From an optimization exercise on the open Yosys and OpenROAD flow, aimed at small area, a short achievable clock period and few clock cycles per item; shortcuts taken in it are not production practice.
RTL that was checked went through simulation tests only; none was proved equivalent to the original.
No functional check of the RTL was part of runs 1 and 3 to 5.
Power figures rest on the tool's default switching activity, not on a simulated workload.

==> design.v <==
package ttavg_pkg;
    localparam logic [7:0] CEILING_RESET = 8'd220;
endpackage
module tap_tempo_averager_core #(
    parameter int COUNT_WIDTH = 16,
    parameter int TIME_WIDTH  = 32,
    parameter int FRAC_BITS   = 8
) (
    input  logic                               aclk,
    input  logic                               aresetn,
    input  logic                               s_tvalid,
    output logic                               s_tready,
    input  logic [((TIME_WIDTH+7)/8)*8-1:0]    s_tdata,
    input  logic                               s_tuser,
    output logic                               m_tvalid,
    input  logic                               m_tready,
    output logic [47:0]                        m_tdata,
    output logic [2:0]                         m_tuser,
    input  logic                               cfg_we,
    input  logic [7:0]                         cfg_wdata
);
    localparam int K      = 2;                        
    localparam int TSTEPS = ((16 + K - 1) / K) * K;   
    localparam int ASTEPS = ((22 + K - 1) / K) * K;   
    localparam int TCYC   = TSTEPS / K;
    localparam int ACYC   = ASTEPS / K;
    localparam int TSW    = ASTEPS - 1;               
    localparam logic [31:0] TNUM = 32'd15360000;      
    logic [7:0]  ceil_r;
    logic [31:0] prev;
    logic [15:0] count;
    logic [35:0] s15;
    localparam logic [2:0] A_IDLE = 3'd0;
    localparam logic [2:0] A_GAP  = 3'd1;
    localparam logic [2:0] A_DIV  = 3'd2;
    localparam logic [2:0] A_CLMP = 3'd3;
    localparam logic [2:0] A_M15  = 3'd4;
    localparam logic [2:0] A_CLR  = 3'd5;
    localparam logic [2:0] A_G3   = 3'd6;
    logic [2:0]  a_st;
    logic [4:0]  a_cyc;
    logic [31:0] da;           
    logic [25:0] d3;           
    logic [23:0] ra;
    logic        rdy;
    logic [15:0] ta;           
    logic        hv, hclr;     
    logic [TSTEPS-1:0] tnum_bits;
    logic [K-1:0]      tsel, aq, abits;
    logic [23:0]       ra_nx;
    assign tnum_bits = TNUM[TSTEPS-1:0];
    always_comb begin
        logic [25:0] x;
        logic [26:0] s1, s2, s3;
        tsel = '0;
        for (int k = 1; k < TCYC; k++)
            if (a_cyc == 5'(k - 1)) tsel = tnum_bits[TSTEPS-1-k*K -: K];
        x  = {ra, abits};
        s1 = {1'b0, x} - {3'b0, da[23:0]};
        s2 = {1'b0, x} - {2'b0, da[23:0], 1'b0};
        s3 = {1'b0, x} - {1'b0, d3};
        if (!s3[26]) begin
            aq = 2'd3; ra_nx = s3[23:0];
        end else if (!s2[26]) begin
            aq = 2'd2; ra_nx = s2[23:0];
        end else if (!s1[26]) begin
            aq = 2'd1; ra_nx = s1[23:0];
        end else begin
            aq = 2'd0; ra_nx = x[23:0];
        end
    end
    logic [15:0] ceilq, tcl;
    logic        ovf, big, cgt, clt, cgt_n, clt_n;
    logic [1:0]  cpair;
    always_comb begin
        cpair = 2'b00;
        for (int k = 0; k < 4; k++)
            if (a_cyc == 5'(k + 1)) cpair = ceil_r[7-2*k -: 2];
        cgt_n = cgt;
        clt_n = clt;
        for (int j = 1; j >= 0; j--) begin
            if (!cgt_n && !clt_n) begin
                cgt_n = ta[j] & ~cpair[j];
                clt_n = ~ta[j] & cpair[j];
            end
        end
    end
    assign tcl = big ? 16'd0 : ((ovf || cgt_n) ? ceilq : ta);
    assign ceilq = {ceil_r, 8'd0};
    assign big   = |da[31:24];
    assign ovf   = (da[31:8] == 24'd0) && (da[7:0] <= 8'd234);
    logic a_acc, b_take;
    assign s_tready = rdy;
    assign a_acc    = s_tvalid && s_tready;
    always_ff @(posedge aclk) begin
        if (!aresetn) begin
            a_st  <= A_IDLE;
            a_cyc <= '0;
            rdy   <= 1'b0;
        end else begin
            rdy <= 1'b0;
            case (a_st)
                A_IDLE: begin
                    a_cyc <= '0;
                    if (s_tvalid) begin
                        if (!s_tuser) begin
                            a_st <= A_GAP;
                        end else if (!hv) begin
                            a_st <= A_CLR;
                            rdy  <= 1'b1;
                        end
                    end
                end
                A_GAP: a_st <= A_G3;
                A_G3:  if (!hv) a_st <= A_DIV;
                A_DIV: begin
                    a_cyc <= a_cyc + 5'd1;
                    if (a_cyc == 5'(TCYC - 1)) begin
                        a_st <= A_M15;
                        rdy  <= 1'b1;
                    end
                end
                A_M15:  if (a_acc) a_st <= A_IDLE; else rdy <= 1'b1;
                A_CLR:  if (a_acc) a_st <= A_IDLE; else rdy <= 1'b1;
                default: a_st <= A_IDLE;
            endcase
        end
    end
    always_ff @(posedge aclk) begin
        case (a_st)
            A_IDLE: da <= s_tdata[31:0];
            A_GAP:  da <= da - prev;
            default: ;
        endcase
        case (a_st)
            A_G3:   if (!hv) d3 <= {1'b0, da[23:0], 1'b0} + {2'b0, da[23:0]};
            default: ;
        endcase
        case (a_st)
            A_GAP:  ra <= 24'(TNUM >> TSTEPS);
            A_DIV:  ra <= ra_nx;
            default: ;
        endcase
        case (a_st)
            A_GAP:  abits <= tnum_bits[TSTEPS-1 -: K];
            A_DIV:  abits <= tsel;
            default: ;
        endcase
        case (a_st)
            A_DIV:  ta <= {ta[15-K:0], aq};
            A_M15:  ta <= tcl;
            default: ;
        endcase
        case (a_st)
            A_G3: begin
                cgt <= 1'b0;
                clt <= 1'b0;
            end
            A_DIV: if (a_cyc != 5'd0) begin
                cgt <= cgt_n;
                clt <= clt_n;
            end
            default: ;
        endcase
    end
    always_ff @(posedge aclk) begin
        if (!aresetn) begin
            hv   <= 1'b0;
            hclr <= 1'b0;
        end else if (a_acc) begin
            hv   <= 1'b1;
            hclr <= (a_st == A_CLR);
        end else if (b_take) begin
            hv   <= 1'b0;
        end
    end
    always_ff @(posedge aclk) begin
        if (!aresetn) begin
            prev <= '0;
        end else if (a_acc && a_st == A_M15) begin
            prev <= s_tdata[31:0];
        end
    end
    localparam logic [1:0] B_IDLE = 2'd0;
    localparam logic [1:0] B_DIV  = 2'd1;
    localparam logic [1:0] B_FIN  = 2'd2;
    logic [1:0]  b_st;
    logic [4:0]  b_cyc;
    logic [15:0] rb;
    logic [17:0] n3;           
    logic        nsat;
    logic [K-1:0] ud;          
    logic [TSW-1:0] ts;        
    logic [3:0]  r30;          
    logic [1:0]  r90;          
    logic [2:0]  r40;          
    logic [1:0]  r3;           
    logic        gt30, lt30, gt90, lt90, gt40, lt40, gt120, lt120;
    logic        q30lo, cat, caw;
    logic        mv;
    logic [2:0]  status;
    logic [11:0] lt, at;
    logic [7:0]  aw;
    logic [15:0] nsel;
    logic [35:0] s15_acc;
    logic [ASTEPS-1:0] anum_bits;
    logic [K-1:0] asel, bq, bbits;
    logic [15:0] rb_nx;
    logic        sat_eff;
    logic [20:0] s15_lo;
    assign sat_eff   = (b_st == B_FIN) ? (count >= 16'hFFFE) : nsat;
    assign nsel      = {count[15:1], count[0] & ~nsat};
    assign s15_lo    = {1'b0, s15[19:0]} + {1'b0, ta, 4'd0} - {5'd0, ta};
    assign s15_acc   = sat_eff ? s15 : {s15[35:20] + 16'(s15_lo[20]), s15_lo[19:0]};
    assign anum_bits = {s15[ASTEPS-3:0], 2'b00};
    always_comb begin
        logic [17:0] x;
        logic [18:0] s1, s2, s3;
        asel = '0;
        for (int k = 1; k < ACYC; k++)
            if (b_cyc == 5'(k - 1)) asel = anum_bits[ASTEPS-1-k*K -: K];
        x  = {rb, bbits};
        s1 = {1'b0, x} - {3'b0, nsel};
        s2 = {1'b0, x} - {2'b0, nsel, 1'b0};
        s3 = {1'b0, x} - {1'b0, n3};
        if (!s3[18]) begin
            bq = 2'd3; rb_nx = s3[15:0];
        end else if (!s2[18]) begin
            bq = 2'd2; rb_nx = s2[15:0];
        end else if (!s1[18]) begin
            bq = 2'd1; rb_nx = s1[15:0];
        end else begin
            bq = 2'd0; rb_nx = x[15:0];
        end
    end
    logic [3:0]  r30_n;
    logic [1:0]  r90_n, r3_n;
    logic [2:0]  r40_n;
    logic        gt30_n, lt30_n, gt90_n, lt90_n, gt40_n, lt40_n, gt120_n, lt120_n;
    logic        q30lo_n, cat_n, caw_n, u0_n;
    logic [11:0] at_n;
    logic [7:0]  aw_n;
    logic [TSW-1:0] ts_n;
    logic [ACYC-2:0] mth;
    function automatic logic m_ge(input logic [ACYC-2:0] th, input int v);
        if (v <= 0)            m_ge = 1'b1;
        else if (v >= ACYC)    m_ge = 1'b0;
        else                   m_ge = th[v-1];
    endfunction
    function automatic logic p_ge(input logic [ACYC-2:0] th, input int j, input int x);
        int l;
        l = ASTEPS - 1 - j - x;
        if (l < 0) p_ge = 1'b0;
        else       p_ge = !m_ge(th, l / K + 1);
    endfunction
    function automatic logic p_eq(input logic [ACYC-2:0] th, input int j, input int x);
        int d;
        d = ASTEPS - 1 - j - x;
        if (d < 0 || (d % K) != 0) p_eq = 1'b0;
        else                       p_eq = m_ge(th, d / K) && !m_ge(th, d / K + 1);
    endfunction
    always_comb begin
        logic       u, q30, q90, q40, q3, t1, t3;
        logic [4:0] x30;
        logic [2:0] x90, x3;
        logic [3:0] x40;
        r30_n = r30;  r90_n = r90;  r40_n = r40;  r3_n = r3;
        gt30_n = gt30; lt30_n = lt30; gt90_n = gt90; lt90_n = lt90;
        gt40_n = gt40; lt40_n = lt40; gt120_n = gt120; lt120_n = lt120;
        q30lo_n = q30lo; cat_n = cat; caw_n = caw; u0_n = 1'b0;
        at_n = at; aw_n = aw;
        u = 1'b0; q30 = 1'b0; q90 = 1'b0; q40 = 1'b0; q3 = 1'b0; t1 = 1'b0; t3 = 1'b0;
        x30 = '0; x90 = '0; x3 = '0; x40 = '0;
        for (int j = 0; j < K; j++) begin
            u  = ud[K-1-j];
            t1 = ts[TSW-1-j];        
            t3 = ts[TSW-3-j];        
            if (p_eq(mth, j, 0)) u0_n = u;
            if (p_eq(mth, j, 9)) caw_n = ({1'b0, r30_n} + 5'd7 + {4'd0, u}) >= 5'd15;
            if (p_eq(mth, j, 8)) cat_n = ({1'b0, r3_n} + 3'd1 + {2'd0, u}) >= 3'd3;
            if (p_ge(mth, j, 9)) begin
                x3   = {r3_n, u};
                q3   = x3 >= 3'd3;
                r3_n = q3 ? 2'(x3 - 3'd3) : x3[1:0];
                at_n = {at_n[10:0], q3};
            end
            if (p_ge(mth, j, 1)) begin
                x30   = {r30_n, u};
                q30   = x30 >= 5'd15;
                r30_n = q30 ? 4'(x30 - 5'd15) : x30[3:0];
                x90   = {r90_n, q30};
                q90   = x90 >= 3'd3;
                r90_n = q90 ? 2'(x90 - 3'd3) : x90[1:0];
                if (!gt30_n && !lt30_n) begin gt30_n = q30 & ~t1; lt30_n = ~q30 & t1; end
                if (!gt90_n && !lt90_n) begin gt90_n = q90 & ~t1; lt90_n = ~q90 & t1; end
                if (p_ge(mth, j, 10)) aw_n = {aw_n[6:0], q30};
                if (!p_ge(mth, j, 3)) q30lo_n = q30lo_n | q30;
            end
            if (p_ge(mth, j, 3)) begin
                x40   = {r40_n, u};
                q40   = x40 >= 4'd5;
                r40_n = q40 ? 3'(x40 - 4'd5) : x40[2:0];
                if (!gt40_n && !lt40_n)   begin gt40_n  = q40 & ~t3; lt40_n  = ~q40 & t3; end
                if (!gt120_n && !lt120_n) begin gt120_n = q30 & ~t3; lt120_n = ~q30 & t3; end
            end
        end
        ts_n = ts << K;
    end
    logic c, rlo, rhi, wlo, whi, restart;
    logic [2:0] st_res;
    assign c       = (rb != 16'd0);
    assign rlo     = lt30_n;
    assign wlo     = lt40_n;
    assign rhi     = gt120_n || (!lt120_n && (c || q30lo_n || (r30_n != 4'd0) || u0_n));
    assign whi     = gt90_n  || (!lt90_n  && (c || (r90_n != 2'd0) || (r30_n != 4'd0) || u0_n));
    assign restart = rlo | rhi;
    assign st_res  = restart ? 3'd3 : ((wlo | whi) ? 3'd2 : 3'd1);
    logic b_load, b_short, b_done, b_adv;
    logic b_take_i, b_load_f;
    assign b_take_i = (b_st == B_IDLE) && hv && (!mv || !(hclr || count == 16'd0));
    assign b_short  = b_take_i && (hclr || count == 16'd0);
    assign b_load_f = (b_st == B_FIN) && hv && !hclr && !restart;
    assign b_load   = (b_take_i && !b_short) || b_load_f;
    assign b_take   = b_take_i || b_load_f;
    assign b_adv   = !((b_cyc == 5'd1) && mv);
    assign b_done  = (b_st == B_FIN);
    always_ff @(posedge aclk) begin
        if (!aresetn) begin
            b_st  <= B_IDLE;
            b_cyc <= '0;
        end else begin
            case (b_st)
                B_IDLE: begin
                    b_cyc <= '0;
                    if (b_load) b_st <= B_DIV;
                end
                B_DIV: if (b_adv) begin
                    b_cyc <= b_cyc + 5'd1;
                    if (b_cyc == 5'(ACYC - 1)) b_st <= B_FIN;
                end
                default: begin
                    b_cyc <= '0;
                    b_st  <= b_load_f ? B_DIV : B_IDLE;
                end
            endcase
        end
    end
    always_ff @(posedge aclk) begin
        if (b_load) begin
            rb    <= 16'(s15_acc >> (ASTEPS - 2));
            bbits <= s15_acc[ASTEPS-3 -: K];
            ts    <= TSW'(ta);
            mth   <= '0;
            r30   <= '0;  r90 <= '0;  r40 <= '0;  r3 <= '0;
            gt30  <= 1'b0; lt30 <= 1'b0; gt90 <= 1'b0; lt90 <= 1'b0;
            gt40  <= 1'b0; lt40 <= 1'b0; gt120 <= 1'b0; lt120 <= 1'b0;
            q30lo <= 1'b0; cat <= 1'b0; caw <= 1'b0;
        end else if (b_st == B_DIV && b_adv) begin
            rb    <= rb_nx;
            ud    <= bq;
            bbits <= asel;
            if (b_cyc != 5'd0) begin
                mth   <= {mth[ACYC-3:0], 1'b1};
                ts    <= ts_n;
                r30   <= r30_n;  r90 <= r90_n;  r40 <= r40_n;  r3 <= r3_n;
                gt30  <= gt30_n; lt30 <= lt30_n; gt90 <= gt90_n; lt90 <= lt90_n;
                gt40  <= gt40_n; lt40 <= lt40_n; gt120 <= gt120_n; lt120 <= lt120_n;
                q30lo <= q30lo_n; cat <= cat_n; caw <= caw_n;
            end
        end
    end
    always_ff @(posedge aclk) begin
        if (!aresetn) begin
            ceil_r <= 8'd220;
            count  <= '0;
            n3     <= '0;
            nsat   <= 1'b0;
            s15    <= '0;
        end else begin
            if (cfg_we) ceil_r <= cfg_wdata;
            if (b_short) begin
                count <= hclr ? 16'd0 : 16'd1;
                n3    <= hclr ? 18'd0 : 18'd3;
                nsat  <= 1'b0;
                s15   <= '0;
            end else if (b_done) begin
                if (restart) begin
                    count <= '0;
                    n3    <= '0;
                    nsat  <= 1'b0;
                    s15   <= '0;
                end else begin
                    if (!nsat) count <= count + 16'd1;
                    if (count < 16'hFFFE) n3 <= n3 + 18'd3;
                    if (count == 16'hFFFE) nsat <= 1'b1;
                    if (b_load_f) s15 <= s15_acc;
                end
            end else if (b_load) begin
                s15 <= s15_acc;
            end
        end
    end
    always_ff @(posedge aclk) begin
        if (!aresetn) begin
            mv <= 1'b0;
        end else if (b_short || b_done) begin
            mv <= 1'b1;
        end else if (m_tready) begin
            mv <= 1'b0;
        end
    end
    always_ff @(posedge aclk) begin
        if (b_short) begin
            status <= hclr ? 3'd4 : 3'd0;
            lt <= '0;
            at <= '0;
            aw <= '0;
        end else if (b_st == B_DIV && b_cyc == 5'd1 && !mv) begin
            lt <= 12'((({1'b0, ts[15:0], 2'b0} + {3'b0, ts[15:0]}) + 19'd64) >> 7);
            at <= at_n;
            aw <= aw_n;
        end else if (b_st == B_DIV && b_cyc > 5'd1) begin
            at <= at_n;
            aw <= aw_n;
        end else if (b_done) begin
            status <= st_res;
            at <= at_n + 12'(cat_n);
            aw <= aw_n + 8'(caw_n);
        end
    end
    assign m_tvalid = mv;
    assign m_tdata  = {count, aw, at, lt};
    assign m_tuser  = status;
endmodule
==> flow/run.sh <==
#!/bin/bash
set -euo pipefail
bash standard.sh SETUP_SLACK_MARGIN=6.6 finish > standard_flow.log 2>&1
==> standard.sh <==
#!/bin/bash
# synth_recipe.tcl (not shown) runs the flow's synth.tcl, then flattens the netlist and writes it again
# the make line also repeats each setting of config.mk as NAME=value (left out here)
make -C /OpenROAD-flow-scripts/flow DESIGN_CONFIG=/design/flow/config.mk WORK_HOME=/design/flow/orfs CLKGATE_MAP_FILE= SYNTH_SCRIPT=/design/flow/synth_recipe.tcl "${@:-finish}"
==> config.mk <==
export PLATFORM = sky130hd
export DESIGN_NAME = tap_tempo_averager_core
export DESIGN_NICKNAME = tap_tempo_averager_core
export VERILOG_FILES = /design/flow/design.v
export SDC_FILE = /design/flow/constraint.sdc
export NUM_CORES = 4
export LEC_CHECK = 0
export CAP_MARGIN = 20
export CORE_MARGIN = 2
export CORE_UTILIZATION = 65
export SLEW_MARGIN = 20
==> constraint.sdc <==
create_clock -name core_clock -period 10.0 [get_ports {aclk}]
set_input_delay 2.0000 -clock core_clock [delete_from_list [all_inputs] [get_ports {aclk}]]
set_output_delay 2.0000 -clock core_clock [all_outputs]
set_load 0.01 [all_outputs]
==> impl_metrics.yaml, run 1 <==
outcome:
  status: "no timing/DRC/antenna violations"
cells_and_area:
  layout.cells.non_filler: 4203
  drive_above_1_share_pct: 18.7
  final_nets: 3975
  final.fill_count: 2468
  n_antenna_cell: 0
  area_growth_pct: 26.0
logic_synthesis:
  yosysWarningCount: 1
  synth.distinct_cells: 79
  ys_ff_latch: 340
  netlist_area_mm2: 0.0275
  yosys.area_share.simple_pct: 19.4
  synth_ff_type: "dfxtp_1"
  synthCells: 3401
  async_reset_ff_share_pct: 0
  synth_top_family_by_area: "compound AO/OA/AOI/OAI gates"
  synth_nets: 3744
  synthXorXnorAreaFrac_pct: 6.00
  synth-compound-area-share_pct: 23.3
  seq_area_frac_synth_pct: 29.9
  synth_edf_count: 141
  avgSynthCellArea_um2: 8.08
  yosys.area_share.adder_pct: 14.1
  synth_mux_area_share_pct: 1.89
global_routing:
  grt_pass1_wl_um: 133000
  grt_pass1_vias: 26000
  antenna_found_initial: 0
  grtUsageTotal_pct: 37.3
  grt_max_degree: 72
  grt-ovfl-total: 0
power_and_ir_drop:
  ir_drop_mv: 0.296
  cellLeakagePower_nw: 13.7
  totalPowerFinal_mw: 9.28
  power_density_mw_per_mm2: 268
route:
  highest_layer: "met5"
  remaining_drc_errors: 0
  wl_per_cell_um: 23.2
  wirelength_um: 97300
  wl_met1_um: 34600
  wl_met3_um: 9570
  drtPass1Iterations: 9
  antenna_left: 0
  wl_met2_um: 45100
  via_count: 28600
  vias_per_cell: 6.80
  drtIter0Drc: 3517
floorplanning:
  die-height_um: 210
  io_pins: 99
  floorplan.initialDensity_pct: 65.6
  die-area_mm2: 0.0439
  die_x_um: 210
  core_area_mm2: 0.0419
  fp-row-count: 75
clock_tree:
  ctsRootBufferMaster: "clkbuf_16"
  clock-sinks: 340
  cts-buffers-inserted: 40
  insertion_delay_ps: 600
  path_clk_slew_ps: 60
  cts_tree: "built"
  htreeDepth: 2
  clockBufferDepth: 3
sta:
  slew_headroom_pct: 11.4
  rsz0062_at_grt: "true"
  slew_viol_final: 0
  finalHoldViolations: 0
  clock_skew_ps: 21.3
  max_freq_ghz: 0.221
  tightest_slew_ps: 1330
  fin_crit_ps: 4530
  tns_ps: 0
  fin_crit_sh_pct: 45.3
  setup_violations: 0
setup_path:
  crit_required_ps: 10530
  cp-end-kind: "flip-flop"
  start_kind: "flip-flop"
  crit_start: "ta[3]$_SDFFCE_PN0P_"
  critPathKind: "reg2reg"
  worstPathArrival_ps: 5060
  critical_path.max_fanout: 4
  r2r-start: "ta[3]$_SDFFCE_PN0P_"
place:
  portBuffers: 98
  dp_cells: 3926
  gp_congestion: 0.974
  dpl.hpwl_um: 55200
min_path:
  worstHoldStart: "lt[0]$_SDFFE_PP0P_"
  hold_path.class: "reg2reg"
job:
  max_cap_violations: 0
==> cells in the mapped netlist, drive strengths merged, types with 8 or more instances <==
cell type | n | share of area (%)
a211o | 20 | 0.64
a211oi | 46 | 1.3
a21boi | 53 | 1.4
a21o | 64 | 1.7
a21oi | 306 | 5.6
a221oi | 10 | 0.32
a311oi | 8 | 0.26
a31oi | 34 | 0.77
and2 | 22 | 0.50
and3 | 35 | 0.80
buf | 24 | 0.40
clkbuf | 106 | 1.4
dfxtp | 199 | 15
edfxtp | 141 | 15
fa | 21 | 1.5
ha | 276 | 13
inv | 257 | 3.5
mux2 | 14 | 0.57
mux2i | 36 | 1.3
nand2 | 367 | 5.0
nand2b | 45 | 1.0
nand3 | 115 | 2.1
nand3b | 16 | 0.44
nand4 | 27 | 0.62
nor2 | 269 | 3.7
nor2b | 31 | 0.71
nor3 | 73 | 1.3
nor3b | 13 | 0.36
nor4 | 29 | 0.66
o211ai | 33 | 0.90
o21a | 45 | 1.2
o21ai | 237 | 4.3
o21bai | 16 | 0.44
o22ai | 12 | 0.27
o31a | 10 | 0.32
o31ai | 19 | 0.52
or2 | 14 | 0.32
or3 | 38 | 0.87
or4 | 14 | 0.38
xnor2 | 120 | 3.8
xor2 | 68 | 2.2
==> per-layer routing <==
| metal | vias to the layer above | global-route usage [%] |
|---|---|---|
| met5 | - | 0 |
| met3 | 597 | 4.89 |
| met4 | 2 | 20.1 |
| met1 | 13400 | 45.1 |
| li1 | 12800 | - |
| met2 | 1819 | 64.9 |
==> layout make-up <==
class	instances	area [um^2]	share of cell area, %
multi-input combinational	2682	20000	57.7
sequential	340	8260	23.9
timing repair buffer	309	3470	10.0
clock buffer	62	1160	3.34
inverter	259	995	2.87
tap	539	674	1.95
clock inverter	12	72.6	0.210
==> cell usage in the layout, fill, tap and decap left out, types with 61 or more instances in the layout <==
cell type,instances
edfxtp_1,141
nand3_1,103
xor2_1,63
xnor2_1,116
inv_1,233
o21ai_0,152
nor2_1,236
dfxtp_1,171
a21o_1,61
ha_1,248
a21oi_1,241
nand2_1,337
buf_4,119
==> report_power, final <==
group / leakage (nW) / internal (mW) / switching, mW
logic: 10.2 / 2.52 / 3.29
clock network: 0.600 / 0.800 / 0.633
registers: 2.93 / 1.79 / 0.248
total: 13.7 / 5.10 / 4.17
==> critical path: stages (launching register included) <==
cell and delay (ps):
edfxtp_1 380, inv_1 230, ha_1 290, ha_1 390, a21oi_4 100, o21a_1 220, o31ai_2 290, o211ai_1 170
a21oi_1 220, a21o_1 160, a21o_1 140, a21oi_2 90, xnor2_2 440, ha_4 260, ha_4 160, nand2_4 60
nor2_4 180, and3_4 230, inv_2 40, a211o_1 300, a21oi_2 110
==> stage by stage <==
step           util, %  setup slack [ps]  area, um^2  hold slack, ps
2_1_floorplan        -              5960       27900             432
3_3_place_gp      69.5              4610       29100             437
3_5_place_dp      69.5              4460       29100             446
4_1_cts           77.0              5810       32200             450
5_1_grt           82.7              5400       34600             465
6_report          82.7              5470       34600             448
==> path summary, 6_finish.rpt <==
path	to	slack [ps]	depth (start not counted)
setup / recovery	s15[34]$_SDFFE_PP0P_	5470	20
hold / removal	lt[0]$_SDFFE_PP0P_	450	2
setup reg to reg	s15[34]$_SDFFE_PP0P_	5470	20
hold reg to reg	lt[0]$_SDFFE_PP0P_	450	2
==> logic make-up after synthesis <==
kind of cell    count (synthesis)
simple gates                 1126
compound gates               1010
flops                         340
xor+xnor                      188
mux                            50
fa+ha+maj                     298
buf+inv                       389
==> registers in the layout (all words and copies together) (netlist names), 5 cells and up <==
register and count:
aw 8, lt 12, prev 32, n3 18
b_cyc 5, count 16, d3 26, ts 21
ta 16, da 32, s15 36, ceil_r 8
rb 16, mth 10, a_cyc 5, ra 24
at 12
==> timing repair <==
action | CTS | global route
gates cloned | 23 | 21
buffers inserted | 81 | 77
pin swaps | 76 | 182
hold buffers | 0 | 0
gates resized for setup | 273 | 378
setup endpoints to repair | 288 | 269
==> run 2: changes to the inputs <==
--- a/design.v
+++ b/design.v
@@ -134,6 +134,7 @@
         endcase
         case (a_st)
             A_G3:   if (!hv) d3 <= {1'b0, da[23:0], 1'b0} + {2'b0, da[23:0]};
+            A_M15:  d3 <= {6'd0, tcl, 4'd0} - {10'd0, tcl};
             default: ;
         endcase
         case (a_st)
@@ -206,12 +207,14 @@
     logic [ASTEPS-1:0] anum_bits;
     logic [K-1:0] asel, bq, bbits;
     logic [15:0] rb_nx;
-    logic        sat_eff;
-    logic [20:0] s15_lo;
-    assign sat_eff   = (b_st == B_FIN) ? (count >= 16'hFFFE) : nsat;
+    logic        fin_load, sat_eff;
+    logic [17:0] n3_eff;
+    assign fin_load  = (b_st == B_FIN);
+    assign sat_eff   = fin_load ? (count >= 16'hFFFE) : (count == 16'hFFFF);
+    assign n3_eff    = sat_eff ? 18'd196602
+                     : ({1'b0, count, 1'b0} + {2'b0, count} + (fin_load ? 18'd3 : 18'd0));
     assign nsel      = {count[15:1], count[0] & ~nsat};
-    assign s15_lo    = {1'b0, s15[19:0]} + {1'b0, ta, 4'd0} - {5'd0, ta};
-    assign s15_acc   = sat_eff ? s15 : {s15[35:20] + 16'(s15_lo[20]), s15_lo[19:0]};
+    assign s15_acc   = sat_eff ? s15 : s15 + {16'd0, d3[19:0]};
     assign anum_bits = {s15[ASTEPS-3:0], 2'b00};
     always_comb begin
         logic [17:0] x;
@@ -349,6 +352,8 @@
         if (b_load) begin
             rb    <= 16'(s15_acc >> (ASTEPS - 2));
             bbits <= s15_acc[ASTEPS-3 -: K];
+            nsat  <= sat_eff;
+            n3    <= n3_eff;
             ts    <= TSW'(ta);
             mth   <= '0;
             r30   <= '0;  r90 <= '0;  r40 <= '0;  r3 <= '0;
@@ -373,26 +378,18 @@
         if (!aresetn) begin
             ceil_r <= 8'd220;
             count  <= '0;
-            n3     <= '0;
-            nsat   <= 1'b0;
             s15    <= '0;
         end else begin
             if (cfg_we) ceil_r <= cfg_wdata;
             if (b_short) begin
                 count <= hclr ? 16'd0 : 16'd1;
-                n3    <= hclr ? 18'd0 : 18'd3;
-                nsat  <= 1'b0;
                 s15   <= '0;
             end else if (b_done) begin
                 if (restart) begin
                     count <= '0;
-                    n3    <= '0;
-                    nsat  <= 1'b0;
                     s15   <= '0;
                 end else begin
-                    if (!nsat) count <= count + 16'd1;
-                    if (count < 16'hFFFE) n3 <= n3 + 18'd3;
-                    if (count == 16'hFFFE) nsat <= 1'b1;
+                    if (count != 16'hFFFF) count <= count + 16'd1;
                     if (b_load_f) s15 <= s15_acc;
                 end
             end else if (b_load) begin
--- a/config.mk
+++ b/config.mk
@@ -7,5 +7,5 @@
 export LEC_CHECK = 0
 export CAP_MARGIN = 20
 export CORE_MARGIN = 2
-export CORE_UTILIZATION = 65
+export CORE_UTILIZATION = 40
 export SLEW_MARGIN = 20
==> impl_metrics.yaml, run 2 <==
sta:
  clock_skew_ps: 35.0
  max_freq_ghz: 0.244
  slew_viol_final: 0
  whs_ps: 443
  tns_ps: 0
  slew_headroom_pct: 4.32
  worst_slack_ps: 5910
  setup_violations: 0
  fin_crit_sh_pct: 40.9
  finalHoldViolations: 0
  tightest_slew_ps: 1420
  fin_crit_ps: 4090
  rsz0062_at_grt: "true"
setup_path:
  crit_required_ps: 10350
  critPathSlowestCell: "dfxtp_4"
  worstPathArrival_ps: 4440
  cp_num_buf_inv: 3
  critical-path-max-stage-delay_ps: 380
  crit_chain: "inv_4 -> ha_4 -> nand2_2 -> a22oi_2 -> nand3_2 -> maj3_2 -> a211oi_4 -> buf_12 -> nand2_4 -> inv_4 -> ha_4 -> a21o_1 -> a21o_1 -> a21o_1 -> a21oi_2 -> a21boi_4 -> a31oi_4 -> a41oi_2 -> nor2b_1 -> or3_1 -> mux2i_1 -> o21ai_1"
  start_kind: "flip-flop"
  cp-end-kind: "flip-flop"
  critical_path.max_fanout: 6
  critPathKind: "reg2reg"
  cpMostUsedCell: "a21o_1"
  crit_family: "compound AO/OA/AOI/OAI gates"
cells_and_area:
  largest_reg_flops: 36
  multiInputGateArea_mm2: 0.0217
  n_antenna_cell: 0
  final_nets: 4194
  top_register: "s15"
  final_cell_area_mm2: 0.0380
  final_common_cell: "nand2_1"
  top_regs: "s15: 36 flops, da: 32 flops, prev: 32 flops"
  ff_latch_area_mm2: 0.00845
  drive_above_1_share_pct: 22.8
  final.fill_count: 6285
  most-common-layout-cells: "nand2_1, nor2_1, ha_1"
  area_growth_pct: 34.1
logic_synthesis:
  avgSynthCellArea_um2: 8.14
  yosys.area.top_type: "edfxtp_1"
  synth_ff_type: "dfxtp_1"
  synth_most_common_cell: "nand2_1"
  synth.distinct_cells: 85
  synthCells: 3482
  async_reset_ff_share_pct: 0
  synth_top_area_share_pct: 16.9
  netlist_area_mm2: 0.0284
  ys_top_cells_by_area: "edfxtp_1, ha_1, dfxtp_1"
  synth_common_cells: "nand2_1, nor2_1, ha_1"
  ys_ff_latch: 340
  synth_edf_count: 160
  yosysWarningCount: 1
  seq_area_frac_synth_pct: 29.7
  synth_nets: 3858
floorplanning:
  io_pins: 99
  die_x_um: 270
  floorplan.initialDensity_pct: 40.4
  fp-row-count: 97
  die-height_um: 270
  die-area_mm2: 0.0730
  core_area_mm2: 0.0701
route:
  vias_per_cell: 5.69
  remaining_drc_errors: 0
  drtIter0Drc: 2013
  via_count: 27300
  wirelength_um: 95400
  wl_per_cell_um: 19.9
  drtPass1Iterations: 5
  antenna_left: 0
place:
  portBuffers: 98
  place_ws_ps: 5110
  dpl.hpwl_um: 60800
  gp_congestion: 0.886
  place_area_mm2: 0.0305
clock_tree:
  ctsRootBufferMaster: "clkbuf_16"
  clock-sinks: 340
  clockBufferDepth: 3
  insertion_delay_ps: 610
  cts-buffers-inserted: 43
  htreeDepth: 2
  cts_tree: "built"
  path_clk_slew_ps: 60
global_routing:
  antenna_found_initial: 0
  grt-ovfl-total: 0
  grt_pass1_wl_um: 143000
  grt_max_degree: 65
  grt_pass1_vias: 25800
  grtUsageTotal_pct: 24.2
power_and_ir_drop:
  power_density_mw_per_mm2: 272
  ir_drop_mv: 0.258
  cellLeakagePower_nw: 15.8
  totalPowerFinal_mw: 10.3
min_path:
  hold_path.class: "reg2reg"
job:
  max_cap_violations: 0
outcome:
  status: "no timing/DRC/antenna violations"
run 2: cell types whose count changed in the layout (fill, tap and decap cells not counted), sizes merged, moves of 20 or more:
cell | previous run | this run
nand3 | 115 | 68
a21o | 65 | 85
o211ai | 33 | 11
inv | 259 | 215
mux2i | 36 | 63
xnor2 | 120 | 146
xor2 | 68 | 99
a21boi | 53 | 11
ha | 276 | 319
nor2 | 270 | 330
nand2 | 371 | 441
buf | 200 | 294
run 2: worst register-to-register path: stages (launching register included):
cell and delay, ps:
dfxtp_4 380, inv_4 80, ha_4 140, nand2_2 50, a22oi_2 190, nand3_2 110
maj3_2 370, a211oi_4 290, buf_12 170, nand2_4 60, inv_4 70, ha_4 200
a21o_1 170, a21o_1 180, a21o_1 180, a21oi_2 140, a21boi_4 210, a31oi_4 60
a41oi_2 160, nor2b_1 80, or3_1 330, mux2i_1 150, o21ai_1 80
run 2: power breakdown:
part           switching, mW  total [mW]  internal, mW
logic                   3.65        6.40          2.75
registers              0.354        2.23          1.88
clock network          0.693        1.69         0.999
total                   4.70        10.3          5.63
run 2: path summary, 6_finish.rpt:
check / startpoint / endpoint / slack, ps / cells past startpoint
worst min register to register: mth[3]$_SDFFE_PN0P_ / mth[4]$_SDFFE_PN0P_ / 440 / 2
worst min-delay path: mth[3]$_SDFFE_PN0P_ / mth[4]$_SDFFE_PN0P_ / 440 / 2
worst max-delay path: a_cyc[1]$_SDFFE_PN0P_ / d3[19]$_DFFE_PP_ / 5910 / 22
worst max register to register: a_cyc[1]$_SDFFE_PN0P_ / d3[19]$_DFFE_PP_ / 5910 / 22
run 2: layout make-up:
class / count / area share (%)
clock buffer: 51 / 3.07
clock inverter: 29 / 0.925
inverter: 218 / 2.29
multi-input combinational: 2809 / 57.1
sequential: 340 / 22.2
tap: 940 / 3.09
timing repair buffer: 404 / 11.2
timing repair inverter: 2 / 0.0855
run 2: through the flow:
step	util [%]	cells
after floorplan	-	3482
after global placement	43.5	4418
after detailed placement	43.5	4418
after CTS	50.9	4708
after global routing	54.2	4793
final	54.2	4793
run 2: repair_timing:
| item | 4_1_cts | 5_1_grt |
|---|---|---|
| gates resized for setup | 472 | 320 |
| setup endpoints to repair | 314 | 272 |
| pin swaps | 173 | 185 |
| cloned | 23 | 19 |
| setup buffers | 187 | 65 |
| hold buffers | 0 | 0 |
run 2: cells by family after synthesis:
| logic type | Yosys count | synth area share [%] |
|---|---|---|
| adder cells (fa/ha/maj) | 332 | 14.9 |
| XOR/XNOR | 245 | 7.57 |
| AO/OA/AOI/OAI | 991 | 22.1 |
| multiplexers | 74 | 2.66 |
| AND/OR/NAND/NOR | 1157 | 18.5 |
| flip-flops | 340 | 29.7 |
| buffers and inverters | 343 | 4.63 |
run 2: routing by layer:
layer	track usage [%]	share of wire, %
met3	2.96	5.5
met4	10.2	5.0
met5	0	0
met2	41.3	48
met1	30.9	42
Testbench counts of run 2, summed over its fixed seeds: cycles 38,642, items 3,200.
==> run 3: changes to the inputs <==
--- a/design.v
+++ b/design.v
@@ -90,6 +90,12 @@
     assign big   = |da[31:24];
     assign ovf   = (da[31:8] == 24'd0) && (da[7:0] <= 8'd234);
     logic a_acc, b_take;
+    logic        a_gap;
+    logic [31:0] a_sum;
+    assign a_gap = (a_st == A_GAP);
+    assign a_sum = (a_gap ? da : {8'd0, da[23:0]})
+                 + (a_gap ? ~prev : {7'd0, da[23:0], 1'b0})
+                 + {31'd0, a_gap};
     assign s_tready = rdy;
     assign a_acc    = s_tvalid && s_tready;
     always_ff @(posedge aclk) begin
@@ -129,12 +135,11 @@
     always_ff @(posedge aclk) begin
         case (a_st)
             A_IDLE: da <= s_tdata[31:0];
-            A_GAP:  da <= da - prev;
+            A_GAP:  da <= a_sum;
             default: ;
         endcase
         case (a_st)
-            A_G3:   if (!hv) d3 <= {1'b0, da[23:0], 1'b0} + {2'b0, da[23:0]};
-            A_M15:  d3 <= {6'd0, tcl, 4'd0} - {10'd0, tcl};
+            A_G3:   if (!hv) d3 <= a_sum[25:0];
             default: ;
         endcase
         case (a_st)
@@ -186,7 +191,7 @@
     localparam logic [1:0] B_DIV  = 2'd1;
     localparam logic [1:0] B_FIN  = 2'd2;
     logic [1:0]  b_st;
-    logic [4:0]  b_cyc;
+    logic [ACYC-1:0] bth;      
     logic [15:0] rb;
     logic [17:0] n3;           
     logic        nsat;
@@ -202,26 +207,28 @@
     logic [2:0]  status;
     logic [11:0] lt, at;
     logic [7:0]  aw;
+    function automatic logic cyc_is(input logic [ACYC-1:0] th, input int v);
+        if (v == 0) cyc_is = !th[0];
+        else        cyc_is = th[v-1] && !th[v];
+    endfunction
     logic [15:0] nsel;
     logic [35:0] s15_acc;
     logic [ASTEPS-1:0] anum_bits;
     logic [K-1:0] asel, bq, bbits;
     logic [15:0] rb_nx;
-    logic        fin_load, sat_eff;
-    logic [17:0] n3_eff;
-    assign fin_load  = (b_st == B_FIN);
-    assign sat_eff   = fin_load ? (count >= 16'hFFFE) : (count == 16'hFFFF);
-    assign n3_eff    = sat_eff ? 18'd196602
-                     : ({1'b0, count, 1'b0} + {2'b0, count} + (fin_load ? 18'd3 : 18'd0));
+    logic        sat_eff;
+    logic [20:0] s15_lo;
+    assign sat_eff   = (b_st == B_FIN) ? (count >= 16'hFFFE) : nsat;
     assign nsel      = {count[15:1], count[0] & ~nsat};
-    assign s15_acc   = sat_eff ? s15 : s15 + {16'd0, d3[19:0]};
+    assign s15_lo    = {1'b0, s15[19:0]} + {1'b0, ta, 4'd0} - {5'd0, ta};
+    assign s15_acc   = sat_eff ? s15 : {s15[35:20] + 16'(s15_lo[20]), s15_lo[19:0]};
     assign anum_bits = {s15[ASTEPS-3:0], 2'b00};
     always_comb begin
         logic [17:0] x;
         logic [18:0] s1, s2, s3;
         asel = '0;
         for (int k = 1; k < ACYC; k++)
-            if (b_cyc == 5'(k - 1)) asel = anum_bits[ASTEPS-1-k*K -: K];
+            if (cyc_is(bth, k - 1)) asel = anum_bits[ASTEPS-1-k*K -: K];
         x  = {rb, bbits};
         s1 = {1'b0, x} - {3'b0, nsel};
         s2 = {1'b0, x} - {2'b0, nsel, 1'b0};
@@ -245,6 +252,7 @@
     logic [7:0]  aw_n;
     logic [TSW-1:0] ts_n;
     logic [ACYC-2:0] mth;
+    assign mth = bth[ACYC-1:1];
     function automatic logic m_ge(input logic [ACYC-2:0] th, input int v);
         if (v <= 0)            m_ge = 1'b1;
         else if (v >= ACYC)    m_ge = 1'b0;
@@ -325,26 +333,16 @@
     assign b_load_f = (b_st == B_FIN) && hv && !hclr && !restart;
     assign b_load   = (b_take_i && !b_short) || b_load_f;
     assign b_take   = b_take_i || b_load_f;
-    assign b_adv   = !((b_cyc == 5'd1) && mv);
+    assign b_adv   = !(cyc_is(bth, 1) && mv);
     assign b_done  = (b_st == B_FIN);
     always_ff @(posedge aclk) begin
         if (!aresetn) begin
             b_st  <= B_IDLE;
-            b_cyc <= '0;
         end else begin
             case (b_st)
-                B_IDLE: begin
-                    b_cyc <= '0;
-                    if (b_load) b_st <= B_DIV;
-                end
-                B_DIV: if (b_adv) begin
-                    b_cyc <= b_cyc + 5'd1;
-                    if (b_cyc == 5'(ACYC - 1)) b_st <= B_FIN;
-                end
-                default: begin
-                    b_cyc <= '0;
-                    b_st  <= b_load_f ? B_DIV : B_IDLE;
-                end
+                B_IDLE: if (b_load) b_st <= B_DIV;
+                B_DIV:  if (b_adv && bth[ACYC-2]) b_st <= B_FIN;
+                default: b_st <= b_load_f ? B_DIV : B_IDLE;
             endcase
         end
     end
@@ -352,10 +350,8 @@
         if (b_load) begin
             rb    <= 16'(s15_acc >> (ASTEPS - 2));
             bbits <= s15_acc[ASTEPS-3 -: K];
-            nsat  <= sat_eff;
-            n3    <= n3_eff;
             ts    <= TSW'(ta);
-            mth   <= '0;
+            bth   <= '0;
             r30   <= '0;  r90 <= '0;  r40 <= '0;  r3 <= '0;
             gt30  <= 1'b0; lt30 <= 1'b0; gt90 <= 1'b0; lt90 <= 1'b0;
             gt40  <= 1'b0; lt40 <= 1'b0; gt120 <= 1'b0; lt120 <= 1'b0;
@@ -364,8 +360,8 @@
             rb    <= rb_nx;
             ud    <= bq;
             bbits <= asel;
-            if (b_cyc != 5'd0) begin
-                mth   <= {mth[ACYC-3:0], 1'b1};
+            bth   <= {bth[ACYC-2:0], 1'b1};
+            if (bth[0]) begin
                 ts    <= ts_n;
                 r30   <= r30_n;  r90 <= r90_n;  r40 <= r40_n;  r3 <= r3_n;
                 gt30  <= gt30_n; lt30 <= lt30_n; gt90 <= gt90_n; lt90 <= lt90_n;
@@ -378,18 +374,26 @@
         if (!aresetn) begin
             ceil_r <= 8'd220;
             count  <= '0;
+            n3     <= '0;
+            nsat   <= 1'b0;
             s15    <= '0;
         end else begin
             if (cfg_we) ceil_r <= cfg_wdata;
             if (b_short) begin
                 count <= hclr ? 16'd0 : 16'd1;
+                n3    <= hclr ? 18'd0 : 18'd3;
+                nsat  <= 1'b0;
                 s15   <= '0;
             end else if (b_done) begin
                 if (restart) begin
                     count <= '0;
+                    n3    <= '0;
+                    nsat  <= 1'b0;
                     s15   <= '0;
                 end else begin
-                    if (count != 16'hFFFF) count <= count + 16'd1;
+                    if (!nsat) count <= count + 16'd1;
+                    if (count < 16'hFFFE) n3 <= n3 + 18'd3;
+                    if (count == 16'hFFFE) nsat <= 1'b1;
                     if (b_load_f) s15 <= s15_acc;
                 end
             end else if (b_load) begin
@@ -412,11 +416,11 @@
             lt <= '0;
             at <= '0;
             aw <= '0;
-        end else if (b_st == B_DIV && b_cyc == 5'd1 && !mv) begin
+        end else if (b_st == B_DIV && cyc_is(bth, 1) && !mv) begin
             lt <= 12'((({1'b0, ts[15:0], 2'b0} + {3'b0, ts[15:0]}) + 19'd64) >> 7);
             at <= at_n;
             aw <= aw_n;
-        end else if (b_st == B_DIV && b_cyc > 5'd1) begin
+        end else if (b_st == B_DIV && bth[1]) begin
             at <= at_n;
             aw <= aw_n;
         end else if (b_done) begin
==> flow/run.sh (replaced) <==
#!/bin/bash
set -euo pipefail
bash standard.sh SETUP_SLACK_MARGIN=6.5 finish > standard_flow.log 2>&1
--- a/config.mk
+++ b/config.mk
@@ -9,3 +9,4 @@
 export CORE_MARGIN = 2
 export CORE_UTILIZATION = 40
 export SLEW_MARGIN = 20
+export TNS_END_PERCENT = 5
==> impl_metrics.yaml, run 3 <==
power_and_ir_drop:
  ir_drop_mv: 0.205
  power_density_mw_per_mm2: 255
  cellLeakagePower_nw: 12.2
cells_and_area:
  n_antenna_cell: 0
  area_growth_pct: 17.5
  most-common-layout-cells: "nand2_1, nor2_1, a21oi_1"
  largest_reg_flops: 36
  fin_util_pct: 47.3
  drive_above_1_share_pct: 10.4
  top_register: "s15"
  top_regs: "s15: 36 flops, da: 32 flops, prev: 32 flops"
  final_common_cell: "nand2_1"
  final.fill_count: 6375
  final_nets: 3665
floorplanning:
  core_area_mm2: 0.0655
  io_pins: 99
  fp-row-count: 94
  die_x_um: 261
  floorplan.initialDensity_pct: 40.3
  die-height_um: 261
  die-area_mm2: 0.0680
logic_synthesis:
  yosys.area.top_type: "edfxtp_1"
  synth_top_area_share_pct: 16.1
  synth_edf_count: 141
  async_reset_ff_share_pct: 0
  synth_common_cells: "nand2_1, a21oi_1, nor2_1"
  synth_most_common_cell: "nand2_1"
  synth_nets: 3553
  netlist_area_mm2: 0.0264
  yosysWarningCount: 1
  seq_area_frac_synth_pct: 30.9
  avgSynthCellArea_um2: 8.11
  synth_ff_type: "dfxtp_1"
  ys_top_cells_by_area: "edfxtp_1, dfxtp_1, ha_1"
  ys_ff_latch: 336
  synthCells: 3250
  synth.distinct_cells: 96
setup_path:
  critPathSlowestCell: "fa_1"
  cp_num_buf_inv: 2
  crit_family: "compound AO/OA/AOI/OAI gates"
  r2r-end: "s15[35]$_SDFFE_PP0P_"
  critPathKind: "reg2reg"
  worstPathArrival_ps: 4860
  r2r-start: "ta[8]$_DFFE_PP_"
  critical-path-max-stage-delay_ps: 490
  start_kind: "flip-flop"
  crit_chain: "buf_6 -> fa_1 -> inv_2 -> ha_4 -> o2111a_1 -> o31ai_4 -> a31oi_4 -> a41oi_2 -> a211oi_2 -> a21o_1 -> a21oi_2 -> xnor2_1 -> ha_2 -> nand3_4 -> nor2_4 -> and4_4 -> and3_4 -> nand3_2 -> or3b_4 -> xor2_1 -> nor2_1"
  r2r_setup_slack_ps: 5620
  crit_required_ps: 10480
  r2r_cells: 21
  cp-end-kind: "flip-flop"
  critical_path.max_fanout: 3
route:
  wl_met2_um: 34800
  wl_per_cell_um: 17.8
  vias_per_cell: 5.56
  drtIter0Drc: 1754
  remaining_drc_errors: 0
  drtPass1Iterations: 7
  wl_met1_um: 35400
  highest_layer: "met4"
  wl_met3_um: 4050
  wirelength_um: 75800
  antenna_left: 0
  via_count: 23700
min_path:
  whs_path_depth: 2
  worstHoldStart: "ts[16]$_SDFFE_PP0P_"
  hold_path.class: "reg2reg"
  hold_end: "ts[18]$_SDFFE_PP0P_"
sta:
  slew_viol_final: 0
  rsz0062_at_grt: "true"
  tightest_slew_ps: 998
  tns_ps: 0
  clock_skew_ps: 25.8
  fin_crit_sh_pct: 43.8
  setup_violations: 0
  max_freq_ghz: 0.228
  finalHoldViolations: 0
  slew_headroom_pct: 33.0
  fin_crit_ps: 4380
job:
  max_cap_violations: 0
clock_tree:
  cts_hold_buf: 0
  htreeDepth: 2
  cts_tree: "built"
  clockBufferDepth: 3
  clock-sinks: 336
  ctsRootBufferMaster: "clkbuf_16"
  insertion_delay_ps: 600
  cts-buffers-inserted: 42
  path_clk_slew_ps: 60
global_routing:
  grtUsageTotal_pct: 21.7
  grt-ovfl-total: 0
  grt_pass1_vias: 22200
  antenna_found_initial: 0
  grt_max_degree: 85
  grt_pass1_wl_um: 119000
place:
  dpl.hpwl_um: 54300
  portBuffers: 98
  gp_congestion: 0.893
outcome:
  status: "no timing/DRC/antenna violations"
-- run 3: cell types whose count changed after synthesis, moves of 26 or more --
cell | before | now
a21o_1 | 84 | 55
a21oi_1 | 318 | 283
ha_1 | 319 | 236
mux2i_1 | 63 | 35
nand2_1 | 435 | 357
nand3_1 | 67 | 102
nor2_1 | 330 | 283
o21ai_0 | 225 | 251
xnor2_1 | 146 | 119
xor2_1 | 99 | 67
-- run 3: cell families (layout without fill, tap and decap cells) --
family          count (synthesis)  in the layout  share of synthesized area (%)
compound gates                945            945                           22.5
xor+xnor                      186            186                           6.18
fa+ha+maj                     259            259                           12.9
buf+inv                       371            515                           5.44
flops                         336            336                           30.9
mux                            68             68                           2.76
simple gates                 1085           1086                           19.4
-- run 3: worst max path at each step --
stage                              startpoint                    to  slack [ps]  cells after the start
after floorplan           ta[0]$_SDFFCE_PP0P_  s15[35]$_SDFFE_PP0P_        5820                     22
final                         ta[8]$_DFFE_PP_  s15[35]$_SDFFE_PP0P_        5620                     21
after CTS                     ta[8]$_DFFE_PP_  s15[35]$_SDFFE_PP0P_        5760                     21
after global placement    ud[1]$_SDFFCE_PN1P_       rb[9]$_DFFE_PP_        4850                     13
after global routing          ta[8]$_DFFE_PP_  s15[35]$_SDFFE_PP0P_        5430                     21
after detailed placement  ud[1]$_SDFFCE_PN1P_      rb[10]$_DFFE_PP_        4780                     11
-- run 3: final cells by class --
| class | instances | area [um^2] | area share, % |
|---|---|---|---|
| clock buffer | 61 | 1170 | 3.79 |
| clock inverter | 16 | 287 | 0.925 |
| inverter | 239 | 923 | 2.98 |
| multi-input combinational | 2544 | 17400 | 56.3 |
| sequential | 336 | 8150 | 26.3 |
| tap | 864 | 1080 | 3.49 |
| timing repair buffer | 195 | 1860 | 6.02 |
| timing repair inverter | 4 | 45.0 | 0.145 |
-- run 3: through the flow --
| stage | setup WS [ps] | total power, mW | hold WS (ps) | cell area (um^2) | cells |
|---|---|---|---|---|---|
| 6_report | 5620 | 7.91 | 438 | 31000 | 4259 |
| 5_1_grt | 5430 | 8.50 | 466 | 31000 | 4259 |
| 4_1_cts | 5760 | 7.76 | 419 | 30400 | 4223 |
| 3_5_place_dp | 4780 | 5.94 | 443 | 28300 | 4106 |
| 3_3_place_gp | 4850 | 5.92 | 438 | 28300 | 4106 |
| 2_1_floorplan | 5820 | 5.01 | 426 | 26600 | 3250 |
-- run 3: tightest hold or removal path: cells and delay by family, from the launching register on --
kind	cells	cell delay, ps
DFF	1	310
AOI/OAI and AO/OA	1	50
and+or+nand+nor	1	50
-- run 3: layer usage --
layer	track usage (%)	vias to the layer above
met1	29.7	11200
met2	35.5	533
li1	-	11900
met3	3.67	91
met4	5.17	0
met5	0	-
-- run 3: report_power, final --
group	internal [mW]	switching (mW)	leakage (nW)
Clock	0.977	0.654	0.707
Combinational	1.85	2.48	8.58
Sequential	1.75	0.207	2.90
Total	4.57	3.34	12.2
-- run 3: what timing repair did --
action,in CTS,in global routing
gates resized for setup,65,49
setup buffers,36,32
cloned,4,4
pin swaps,27,39
endpoints found under the setup margin,312,307
==> run 4: changes to the inputs <==
--- a/design.v
+++ b/design.v
@@ -86,6 +86,11 @@
         end
     end
     assign tcl = big ? 16'd0 : ((ovf || cgt_n) ? ceilq : ta);
+    logic [19:0] t15q, t15c;
+    logic [11:0] c15;
+    assign t15q = {ta, 4'd0} - {4'd0, ta};
+    assign c15  = {ceil_r, 4'd0} - {4'd0, ceil_r};
+    assign t15c = {c15, 8'd0};
     assign ceilq = {ceil_r, 8'd0};
     assign big   = |da[31:24];
     assign ovf   = (da[31:8] == 24'd0) && (da[7:0] <= 8'd234);
@@ -140,6 +145,7 @@
         endcase
         case (a_st)
             A_G3:   if (!hv) d3 <= a_sum[25:0];
+            A_M15:  d3 <= big ? 26'd0 : ((ovf || cgt_n) ? {6'd0, t15c} : {6'd0, t15q});
             default: ;
         endcase
         case (a_st)
@@ -218,10 +224,12 @@
     logic [15:0] rb_nx;
     logic        sat_eff;
     logic [20:0] s15_lo;
+    logic [15:0] s15_hi1;
     assign sat_eff   = (b_st == B_FIN) ? (count >= 16'hFFFE) : nsat;
     assign nsel      = {count[15:1], count[0] & ~nsat};
-    assign s15_lo    = {1'b0, s15[19:0]} + {1'b0, ta, 4'd0} - {5'd0, ta};
-    assign s15_acc   = sat_eff ? s15 : {s15[35:20] + 16'(s15_lo[20]), s15_lo[19:0]};
+    assign s15_lo    = {1'b0, s15[19:0]} + {1'b0, d3[19:0]};
+    assign s15_hi1   = s15[35:20] + 16'd1;
+    assign s15_acc   = sat_eff ? s15 : {(s15_lo[20] ? s15_hi1 : s15[35:20]), s15_lo[19:0]};
     assign anum_bits = {s15[ASTEPS-3:0], 2'b00};
     always_comb begin
         logic [17:0] x;
==> impl_metrics.yaml, run 4 <==
outcome:
  status: "no timing/DRC/antenna violations"
sta:
  whs_ps: 447
  tightest_slew_ps: 1070
  slew_viol_final: 0
  setup_violations: 0
  max_freq_ghz: 0.270
  fin_crit_ps: 3710
  finalHoldViolations: 0
  clock_skew_ps: 19.1
  slew_headroom_pct: 29.0
  worst_slack_ps: 6290
  tns_ps: 0
  rsz0062_at_grt: "true"
  fin_crit_sh_pct: 37.1
logic_synthesis:
  synth_common_cells: "nand2_1, nor2_1, a21oi_1"
  synth_top_area_share_pct: 15.4
  avgSynthCellArea_um2: 8.08
  synth.distinct_cells: 92
  async_reset_ff_share_pct: 0
  ys_top_cells_by_area: "edfxtp_1, dfxtp_1, ha_1"
  ys_ff_latch: 336
  netlist_area_mm2: 0.0274
  yosys.area.top_type: "edfxtp_1"
  synth_edf_count: 141
  yosysWarningCount: 1
  synth_ff_type: "dfxtp_1"
  synth_most_common_cell: "nand2_1"
  seq_area_frac_synth_pct: 29.7
  synth_nets: 3693
  synthCells: 3392
floorplanning:
  die_x_um: 266
  die-height_um: 266
  io_pins: 99
  fp-row-count: 95
  die-area_mm2: 0.0706
  floorplan.initialDensity_pct: 40.6
  core_area_mm2: 0.0675
cells_and_area:
  ff_latch_area_mm2: 0.00816
  final_nets: 3826
  n_antenna_cell: 0
  most-common-layout-cells: "nand2_1, nor2_1, a21oi_1"
  multiInputGateArea_mm2: 0.0188
  top_register: "s15"
  area_growth_pct: 18.8
  final_cell_area_mm2: 0.0326
  layout.cells.non_filler: 4429
  top_regs: "s15: 36 flops, da: 32 flops, prev: 32 flops"
  final.fill_count: 6529
  drive_above_1_share_pct: 10.7
  largest_reg_flops: 36
  final_common_cell: "nand2_1"
place:
  place_area_mm2: 0.0293
  dpl.hpwl_um: 61200
  dp_cells: 4257
  portBuffers: 98
  place_ws_ps: 4550
  gp_congestion: 0.915
route:
  remaining_drc_errors: 0
  drtIter0Drc: 2413
  wl_per_cell_um: 19.8
  antenna_left: 0
  wirelength_um: 87600
  drtPass1Iterations: 6
  vias_per_cell: 5.87
  via_count: 26000
clock_tree:
  cts_tree: "built"
  insertion_delay_ps: 580
  cts_hold_buf: 0
  ctsRootBufferMaster: "clkbuf_16"
  clock-sinks: 336
  cts-buffers-inserted: 41
  clockBufferDepth: 3
  htreeDepth: 2
  path_clk_slew_ps: 60
global_routing:
  grt-ovfl-total: 0
  grtUsageTotal_pct: 24.2
  grt_pass1_wl_um: 138000
  antenna_found_initial: 0
  grt_pass1_vias: 24500
  grt_max_degree: 53
power_and_ir_drop:
  cellLeakagePower_nw: 12.8
  ir_drop_mv: 0.202
  power_density_mw_per_mm2: 331
setup_path:
  critical_path.max_fanout: 10
  crit_required_ps: 10330
  start_kind: "flip-flop"
  worstPathArrival_ps: 4040
  cp-end-kind: "flip-flop"
  critPathKind: "reg2reg"
min_path:
  hold_path.class: "reg2reg"
job:
  max_cap_violations: 0
-- run 4: final cells by class --
| cell class | instances | share of cell area [%] |
|---|---|---|
| Timing Repair Buffer | 221 | 7.50 |
| Tap cell | 873 | 3.35 |
| Timing Repair inverter | 2 | 0.0538 |
| Inverter | 202 | 2.42 |
| Multi-Input combinational cell | 2721 | 57.6 |
| Clock buffer | 57 | 3.64 |
| Sequential cell | 336 | 25.1 |
| Clock inverter | 17 | 0.357 |
-- run 4: logic make-up after synthesis --
logic type / after synthesis / synth area share [%]
DFF: 336 / 29.7
buffers and inverters: 337 / 4.80
adders and majority gates: 257 / 12.0
muxes: 71 / 2.67
and+or+nand+nor: 1178 / 20.4
AOI/OAI and AO/OA: 1031 / 24.6
xor gates and xnor gates: 182 / 5.82
-- run 4: where the power goes --
part           switching, mW  internal [mW]
clock network          0.629          0.852
registers              0.401           1.95
logic                   4.00           2.94
-- run 4: path summary, 6_finish.rpt --
kind	from	to	slack [ps]	cells after the start
max	ud[1]$_SDFFCE_PN1P_	ts[2]$_DFFE_PP_	6290	14
min	prev[0]$_SDFFE_PN0P_	prev[0]$_SDFFE_PN0P_	450	2
max reg2reg	ud[1]$_SDFFCE_PN1P_	ts[2]$_DFFE_PP_	6290	14
min reg2reg	prev[0]$_SDFFE_PN0P_	prev[0]$_SDFFE_PN0P_	450	2
-- run 4: metal layers --
metal | track usage, % | wire [um] | part of all wire [%]
met1 | 32.7 | 40000 | 46
met3 | 2.73 | 4430 | 5.1
met2 | 40.2 | 40500 | 46
met5 | 0 | 0 | 0
met4 | 7.74 | 2740 | 3.1
-- run 4: what timing repair did --
action / in CTS / in global routing
setup buffers: 53 / 23
gates cloned: 18 / 4
endpoints found under the setup margin: 348 / 319
gates resized for setup: 138 / 69
pin swaps: 38 / 27
-- run 4: worst max-delay path: stages (launching register included) --
cell and delay (ps):
edfxtp_1 450, ha_4 210, a31o_4 220, a22o_1 240, ha_4 190, a31oi_4 170, a211oi_4 100, o32a_1 290
nor4_2 340, nand4_1 200, buf_4 190, a21oi_4 220, buf_12 140, buf_12 150, mux2_2 340
-- run 4: metrics by stage --
stage / util (%) / power, mW
detailed placement: 43.4 / 8.50
finish: 48.2 / 10.8
CTS: 47.4 / 10.5
global route: 48.2 / 11.6
floorplan: - / 6.86
global placement: 43.3 / 8.50
==> run 5: changes to the inputs <==
--- a/config.mk
+++ b/config.mk
@@ -9,4 +9,3 @@
 export CORE_MARGIN = 2
 export CORE_UTILIZATION = 40
 export SLEW_MARGIN = 20
-export TNS_END_PERCENT = 5
==> impl_metrics.yaml, run 5 <==
sta:
  worst_slack_ps: 6230
  fin_crit_sh_pct: 37.7
  fin_crit_ps: 3770
  tightest_slew_ps: 1000
  rsz0062_at_grt: "true"
  max_freq_ghz: 0.265
  tns_ps: 0
  clock_skew_ps: 19.1
  setup_violations: 0
  slew_viol_final: 0
  finalHoldViolations: 0
  slew_headroom_pct: 33.1
job:
  max_cap_violations: 0
cells_and_area:
  area_growth_pct: 26.6
  most-common-layout-cells: "nand2_1, nor2_1, ha_1"
  drive_above_1_share_pct: 18.0
  top_regs: "s15: 36 flops, da: 32 flops, prev: 32 flops"
  final_nets: 3910
  final_cell_area_mm2: 0.0347
  ff_latch_area_mm2: 0.00819
  top_register: "s15"
  n_antenna_cell: 0
  fin_util_pct: 51.4
  final.fill_count: 6269
  largest_reg_flops: 36
  multiInputGateArea_mm2: 0.0199
  final_common_cell: "nand2_1"
logic_synthesis:
  synth_edf_count: 141
  synth_most_common_cell: "nand2_1"
  avgSynthCellArea_um2: 8.08
  async_reset_ff_share_pct: 0
  synth_nets: 3693
  synthCells: 3392
  yosysWarningCount: 1
  ys_ff_latch: 336
  ys_top_cells_by_area: "edfxtp_1, dfxtp_1, ha_1"
  yosys.area.top_type: "edfxtp_1"
  synth.distinct_cells: 92
  seq_area_frac_synth_pct: 29.7
  synth_ff_type: "dfxtp_1"
  netlist_area_mm2: 0.0274
  synth_common_cells: "nand2_1, nor2_1, a21oi_1"
  synth_top_area_share_pct: 15.4
floorplanning:
  fp-row-count: 95
  die_x_um: 266
  core_area_mm2: 0.0675
  io_pins: 99
  die-height_um: 266
  floorplan.initialDensity_pct: 40.6
  die-area_mm2: 0.0706
place:
  dpl.hpwl_um: 61300
  portBuffers: 98
  place_area_mm2: 0.0293
  gp_congestion: 0.956
  place_ws_ps: 4700
route:
  antenna_left: 0
  drtPass1Iterations: 6
  wl_per_cell_um: 20.2
  via_count: 26800
  remaining_drc_errors: 0
  drtIter0Drc: 2289
  vias_per_cell: 5.93
  wirelength_um: 91000
setup_path:
  worstPathArrival_ps: 4090
  cp_num_buf_inv: 4
  critPathSlowestCell: "edfxtp_1"
  crit_family: "compound AO/OA/AOI/OAI gates"
  critical_path.max_fanout: 7
  r2r_cells: 16
  start_kind: "flip-flop"
  crit_required_ps: 10320
  crit_chain: "ha_4 -> a31o_4 -> a22o_4 -> ha_4 -> a221oi_1 -> o31ai_1 -> a211oi_1 -> and4bb_4 -> nand4_1 -> buf_4 -> a21oi_4 -> buf_6 -> buf_12 -> buf_12 -> a311oi_4 -> a21oi_2"
  critPathKind: "reg2reg"
  cp-end-kind: "flip-flop"
  worstSetupPathDepth: 16
  critical-path-max-stage-delay_ps: 500
clock_tree:
  clock-sinks: 336
  cts_tree: "built"
  cts_hold_buf: 0
  clockBufferDepth: 3
  htreeDepth: 2
  cts-buffers-inserted: 41
  ctsRootBufferMaster: "clkbuf_16"
  insertion_delay_ps: 580
  path_clk_slew_ps: 60
power_and_ir_drop:
  p_int_mw: 6.21
  totalPowerFinal_mw: 11.7
  sequentialPowerShare_pct: 20.1
  switching_share_pct: 46.8
  clkPwrFrac_pct: 12.5
  ir_drop_mv: 0.231
  p_comb_share_pct: 67.4
  cellLeakagePower_nw: 13.8
  power_density_mw_per_mm2: 337
  switching_power_mw: 5.47
global_routing:
  grt_pass1_vias: 24300
  grt-ovfl-total: 0
  antenna_found_initial: 0
  grtUsageTotal_pct: 23.8
  grt_pass1_wl_um: 136000
  grt_max_degree: 52
min_path:
  whs_path_depth: 2
  hold_path.class: "reg2reg"
outcome:
  status: "no timing/DRC/antenna violations"
-- run 5: cell counts after synthesis --
Identical to the previous run, type by type.
-- run 5: what timing repair did --
action	in CTS	in global routing
buffers inserted	65	78
setup endpoints to repair	335	276
resized for setup	242	364
gates cloned	19	20
pin swaps	67	137
-- run 5: worst register-to-register path: cells and delay by family, from the launching register on --
family	cells	cell delay (ps)
AO/OA/AOI/OAI	8	1600
buffers and inverters	4	580
flip-flops	1	500
AND/OR/NAND/NOR	2	430
adder cells (fa/ha/maj)	2	410
-- run 5: metrics by stage --
stage / cells / hold WS (ps)
after floorplan: 3392 / 426
after global placement: 4257 / 441
after detailed placement: 4257 / 445
after CTS: 4417 / 453
after global routing: 4515 / 468
final: 4515 / 448
-- run 5: cells by family (layout without fill, tap and decap cells) --
family / Yosys count / in the layout / synth area share [%]
AOI/OAI and AO/OA: 1031 / 1031 / 24.6
xor gates and xnor gates: 182 / 182 / 5.82
adders and majority gates: 257 / 257 / 12.0
buffers and inverters: 337 / 583 / 4.80
DFF: 336 / 336 / 29.7
muxes: 71 / 71 / 2.67
and+or+nand+nor: 1178 / 1182 / 20.4
-- run 5: metal layers --
metal  track usage [%]  vias to the layer above  routed length [um]
met2              40.6                      881               43300
met5                 0                        -                   0
li1                  -                    13000                   -
met1              32.2                    12800               40500
met3              2.24                      130                4800
met4              6.01                        0                2420
-- run 5: final timing paths --
path / slack, ps / endpoint / startpoint
setup / recovery: 6230 / rb[7]$_DFFE_PP_ / ud[1]$_SDFFCE_PN1P_
hold / removal: 450 / lt[4]$_SDFFE_PP0P_ / lt[4]$_SDFFE_PP0P_
setup reg to reg: 6230 / rb[7]$_DFFE_PP_ / ud[1]$_SDFFCE_PN1P_
hold reg to reg: 450 / lt[4]$_SDFFE_PP0P_ / lt[4]$_SDFFE_PP0P_
-- run 5: power groups by stage --
stage / clock network (mW) / registers (mW) / logic, mW
after floorplan: 0 / 2.18 / 4.69
after global placement: 0 / 2.38 / 6.09
after CTS: 1.48 / 2.34 / 6.73
after detailed placement: 0 / 2.38 / 6.11
final: 1.46 / 2.35 / 7.87
after global routing: 1.54 / 2.39 / 8.53
-- run 5: area by class of cell --
type / count / area share [%]
inverters: 202 / 2.24
multi-input cells: 2723 / 57.4
repair inverters: 4 / 0.130
clock buffers: 54 / 3.21
clock inverters: 22 / 0.494
flip-flops and latches: 336 / 23.6
well taps: 873 / 3.15
repair buffers: 301 / 9.81

==> what the ideal ports hide <==
No port has a modelled driver above. Below, the same layouts with a new extraction and two added sets of constraints.
Step 1: set_driving_cell puts a clkbuf_16 on aclk and a buf_2 on each other input, an assumption about the parent block.
Step 2, shift: input delay + t, output delay - t, t = (earliest + latest rising clock arrival at the registers) / 2. This alone moves slack from input paths to output paths.
Three values: ideal ports, drivers, drivers and shift; two values: the first two.
| run | t (ns) | setup slack, ns | hold slack, ns |
|---|---|---|---|
| run 1 | 0.644 | 5.467 / 5.467 / 5.467 | 0.448 / 0.448 / 0.448 |
| run 2 | 0.651 | 5.906 / 5.906 / 5.906 | 0.443 / 0.443 / 0.443 |
| run 3 | 0.651 | 5.615 / 5.615 / 5.615 | 0.438 / 0.438 / 0.438 |
| run 4 | 0.635 | 6.292 / 6.292 / 5.965 | 0.447 / 0.447 / 0.447 |
| run 5 | 0.637 | 6.231 / 6.231 / 5.666 | 0.448 / 0.448 / 0.448 |
After both steps setup and hold are still met in every run listed. For run 5, which loses most, drivers alone change the setup slack by 0.000 ns; drivers and shift together by -0.565 ns.
